Context: an optimization exercise on an open-source flow, tuned for small area and a short achievable clock period. The choices shown serve that exercise and are no tape-out recipe.
At most, simulation tests tie the RTL to the original design; equivalence was not proved.
Power and IR drop assume default switching activity.

## ranker_top
module ranker_top (
    input  logic                  clk,
    input  logic                  reset,
    input  logic [axil_pkg::addr_width-1:0] awaddr,
    input  logic                  awvalid,
    output logic                  awready,
    input  logic [axil_pkg::data_width-1:0] wdata,
    input  logic [axil_pkg::strb_width-1:0] wstrb,
    input  logic                  wvalid,
    output logic                  wready,
    output axil_pkg::resp_t                 bresp,
    output logic                  bvalid,
    input  logic                  bready,
    input  logic [axil_pkg::addr_width-1:0] araddr,
    input  logic                  arvalid,
    output logic                  arready,
    output logic [axil_pkg::data_width-1:0] rdata,
    output axil_pkg::resp_t                 rresp,
    output logic                  rvalid,
    input  logic                  rready,
    output logic                  irq_out
);
    localparam logic [3:0] w_control = 4'h0;
  ...
Size: roughly 1900 cells after synthesis, ~0.021 mm^2 of cells after synthesis.
export LEC_CHECK = 0
export ABC_AREA = 1
export CAP_MARGIN = 20
export CORE_MARGIN = 2
export CORE_UTILIZATION = 40
export SETUP_SLACK_MARGIN = 4.5
export SLEW_MARGIN = 20
create_clock -name core_clock -period 7.5 [get_ports {clk}]
standard.sh (not shown) runs the stock make flow with config.mk's settings and CLKGATE_MAP_FILE= SYNTH_SCRIPT=/design/flow/synth_recipe.tcl, a recipe that flattens the netlist after the stock synthesis.
==> flow/flow/run.sh <==
#!/bin/bash
# The standard layout, with plain buffers on the ports instead of the delay
# buffers buffer_ports picks by default. Every port still gets its buffer.
set -euo pipefail
export BUFFER_PORTS_ARGS="-buffer_cell sky130_fd_sc_hd__buf_2"
bash standard.sh > standard.log 2>&1
Change:
--- a/flow/config.mk
+++ b/flow/config.mk
@@ -8 +8 @@
-export ABC_AREA = 1
+export ABC_CLOCK_PERIOD_IN_PS = 2500
- non-clock buffer count grows by 16
- routed wire length shrinks by roughly a tenth
- clock power grows by a few percent
Change:
--- a/flow/config.mk
+++ b/flow/config.mk
@@ -8 +7,0 @@
-export ABC_CLOCK_PERIOD_IN_PS = 2500
@@ -11,0 +11,3 @@
+export CTS_BUF_LIST = sky130_fd_sc_hd__clkbuf_8 sky130_fd_sc_hd__clkbuf_16
+export CTS_CLUSTER_DIAMETER = 100
+export CTS_CLUSTER_SIZE = 30
Result:
- total power went down by about 17%
- setup slack degrades by 53 ps
- core utilization went down by 2.2 points
- synthesized area stays the same
- sequential power hardly moves
Change:
--- a/flow/config.mk
+++ b/flow/config.mk
@@ -11,3 +10,0 @@
-export CTS_BUF_LIST = sky130_fd_sc_hd__clkbuf_8 sky130_fd_sc_hd__clkbuf_16
-export CTS_CLUSTER_DIAMETER = 100
-export CTS_CLUSTER_SIZE = 30
Effect:
- via count is higher by 2.3%
- sequential power hardly moves
- routed wire length is higher by 2.0%
- power is higher by 21%
- worst setup slack gets better by 53 ps
- sequential cell count is unchanged
- critical path depth is unchanged
- global-route usage is higher by 0.61 points
Change:
--- a/flow/config.mk
+++ b/flow/config.mk
@@ -10,0 +11,2 @@
+export CTS_BUF_LIST = sky130_fd_sc_hd__clkbuf_4 sky130_fd_sc_hd__clkbuf_8
+export CTS_CLUSTER_SIZE = 15
The changed run ran to the end with no violations.
Synthesized cell count is unchanged.
Critical path depth is unchanged.
Global-route usage goes up by 0.18 points.

========
Another version of the RTL of ranker_top (not shown whole).
Size: ~1300 cells after synthesis, ~470 flip-flops, ~120 I/O pins, ~0.019 mm² of cells after synthesis.
clock: 7.5 ns
lec_check: 0
cap_margin: 20
core_margin: 2
core_utilization: 40
cts_buf_list: sky130_fd_sc_hd__clkbuf_8 sky130_fd_sc_hd__clkbuf_16
cts_cluster_diameter: 100
cts_cluster_size: 30
setup_slack_margin: 4.78
slew_margin: 20
Scripts as last shown in full above: flow/flow/run.sh
The baseline produced a clean layout.
Rerun with:
- SETUP_SLACK_MARGIN: 4.78 -> 4.85
Synthesized area does not change.
Clock power stays flat.
Routed wire length went down by 2.6%.
Synthesized cell count stays the same.
Core utilization hardly moves.
Power rises by 0.89%.
Cell area hardly moves.
Rerun with:
- PLACE_DENSITY: default -> 0.8
- SETUP_SLACK_MARGIN: 4.85 -> 4.8
=> The changed run produced a clean layout; power went down by 0.76%; die area stays the same; maximum frequency went down by 1.6%; core utilization went down by 0.42 points; via count went up by 3.6%; clock-buffer cell count does not change; final area went down by 0.92%; global-route usage went down by 0.42 points; sequential share of layout area went up by 0.58 points; critical path depth stays the same.
No functional check of the RTL was part of any run of this note.

========
Setup of run 1:
ranker_top, a different RTL version from the one above (not shown whole).
Size: about 1400 cells after synthesis, about 120 I/O pins, about 0.020 mm2 of cells after synthesis.
Settings: LEC_CHECK=0, CAP_MARGIN=20, CORE_MARGIN=2, CORE_UTILIZATION=40, CTS_BUF_LIST=sky130_fd_sc_hd__clkbuf_8 sky130_fd_sc_hd__clkbuf_16, CTS_CLUSTER_DIAMETER=100, CTS_CLUSTER_SIZE=30, SETUP_SLACK_MARGIN=4.5, SLEW_MARGIN=20; clock period 7.5 ns.
Scripts as last shown in full above: flow/flow/run.sh
Run 1 has completed all stages; timing, DRC and antenna checks passed.
Edits applied to the flow inputs when going from run 1 to run 2:
- SETUP_SLACK_MARGIN: 4.5 -> 4.75
[summary]
Wire length of the first global-routing pass grows slightly when moving from run 1 to run 2.
Taking run 1 as the reference, in run 2 fraction of standard cell area in multi-input logic increased by 0.29 points relative to the old numbers, via count rose by 110.
Between run 1 and run 2, the flow reports total chip power increasing slightly.
The critical path capture point comes out arready in one run and rdata[31] in the other, namely in run 2 and run 1 respectively.
For run 3, these inputs were changed with respect to run 2:
- CORE_UTILIZATION now 55, was 40
[summary]
- Both conditions hold for run 3: the flow ran to the end and the final layout passed the timing, design-rule and antenna checks.
- Diff run 2 -> run 3: number of cells traversed by the worst register-to-register path increased 2; length of routed wiring on met1 now smaller.
- Compared to run 2, run 3 was floorplanned on a smaller die.
- End point of the critical path: rdata[23] -> run 3, arready -> run 2
- Comparing run 3 with run 2, the hold slack came out essentially unchanged.
- Compared with run 2, in run 3 first-iteration DRC count went up by 14%, number of antenna cells inserted went up by 1, first-pass GRT wire length went down by 1.5%, power per unit of standard cell area went up by 3.0 mW/mm2, met3 usage in global routing was more or less identical.
- On pre-CTS setup slack, run 2 loses to run 3.
- Compared with run 2, run 3 degrades setup slack of the critical path after layout.
diff inputs: run 3 => run 4
- CORE_UTILIZATION now 40, was 55
-- flow/flow/run.sh --
<<< run 3, line 5
export BUFFER_PORTS_ARGS="-buffer_cell sky130_fd_sc_hd__buf_2"
>>> run 4, line 5
export BUFFER_PORTS_ARGS="-buffer_cell sky130_fd_sc_hd__buf_1"
--- outcome ---
Global-route wire length before repair up 0.61% in run 4 wrt run 3
| share of the final layout cell area in multi-input gates | run 4 vs run 3 | ≈ equal |
Run 4 — instance count on the critical path 7 lower, run 3 as reference
Going from run 3 to run 4, the clock skew was found to have gone down by 0.0078 ns.
On non-clock buffer count in the final layout, the higher figure sits with run 3, not run 4.
Per the comparison of run 4 with run 3, critical-path maximum fanout decreased 14, minimum hold slack essentially unchanged, area added between synthesis and finish increased 0.73 points.
What run 5 does differently from run 4 at the input level:
- changing SETUP_SLACK_MARGIN from 4.75 to 4.95
-- flow/flow/run.sh --
<<< run 4, line 5
export BUFFER_PORTS_ARGS="-buffer_cell sky130_fd_sc_hd__buf_1"
>>> run 5, line 5
export BUFFER_PORTS_ARGS="-buffer_cell sky130_fd_sc_hd__buf_2"
Results
Changes observed in run 5 relative to run 4: global-route usage now sits higher; part of the cycle the worst path needs ~0 delta; final cell area excluding filler cells now sits higher. Run 5 finished end to end and its layout was clean on timing, DRC and antenna. Power in run 5 is 0.13 mW above run 4.

-- afterwards: timing with drivers on the ports --
In the flow no input, the clock included, has a driving cell. The finished layouts below were timed again as built, in two steps.
Step 1 assumes that a clkbuf_16 drives the clock port and a buf_2 every other input.
Step 2 also shifts input and output timing later by t, the mid clock arrival at the registers, as if the neighbouring blocks saw the same clock.
a / b / c = ideal / step 1 / step 2; a / b = the first two.
| run | t (ns) | setup WS [ns] | worst setup path at the end | latest minus earliest clock arrival (ns) | worst register clock-pin slew, ns |
|---|---|---|---|---|---|
| the first run of note 1 | 0.629 | 4.438 / 4.476 / 3.848 | input to register | 0.028 / 0.029 | 0.06 / 0.06 |
| the second run of note 1 | 0.617 | 4.534 / 4.558 / 3.942 | input to register | 0.016 / 0.016 | 0.07 / 0.07 |
| the third run of note 1 | 0.592 | 4.480 / 4.505 / 3.913 | input to register | 0.024 / 0.024 | 0.12 / 0.12 |
| the fourth run of note 1 | 0.617 | 4.534 / 4.558 / 3.942 | input to register | 0.016 / 0.016 | 0.07 / 0.07 |
| the fifth run of note 1 | 0.661 | 4.529 / 4.500 / 3.898 | input to register | 0.026 / 0.027 | 0.07 / 0.07 |
| the first run of note 2 | 0.602 | 4.785 / 4.736 / 4.134 | input to register | 0.024 / 0.024 | 0.12 / 0.12 |
| the second run of note 2 | 0.607 | 4.796 / 4.739 / 4.304 | input to register | 0.022 / 0.023 | 0.12 / 0.12 |
| the third run of note 2 | 0.588 | 4.753 / 4.703 / 4.248 | input to register | 0.017 / 0.018 | 0.12 / 0.12 |
| run 1 | 0.589 | 4.608 / 4.642 / 4.054 | input to register | 0.019 / 0.019 | 0.12 / 0.12 |
| run 2 | 0.596 | 4.777 / 4.723 / 4.262 | input to register | 0.028 / 0.028 | 0.12 / 0.12 |
| run 3 | 0.597 | 4.773 / 4.734 / 4.183 | input to register | 0.033 / 0.033 | 0.12 / 0.12 |
| run 4 | 0.607 | 4.786 / 4.727 / 4.223 | input to register | 0.024 / 0.025 | 0.12 / 0.12 |
| run 5 | 0.599 | 4.777 / 4.721 / 4.279 | input to register | 0.022 / 0.021 | 0.12 / 0.12 |
After both steps every run listed still meets setup and hold. For the first run of note 2, which loses most, drivers alone change the setup slack by -0.049 ns; drivers and shift together by -0.651 ns.
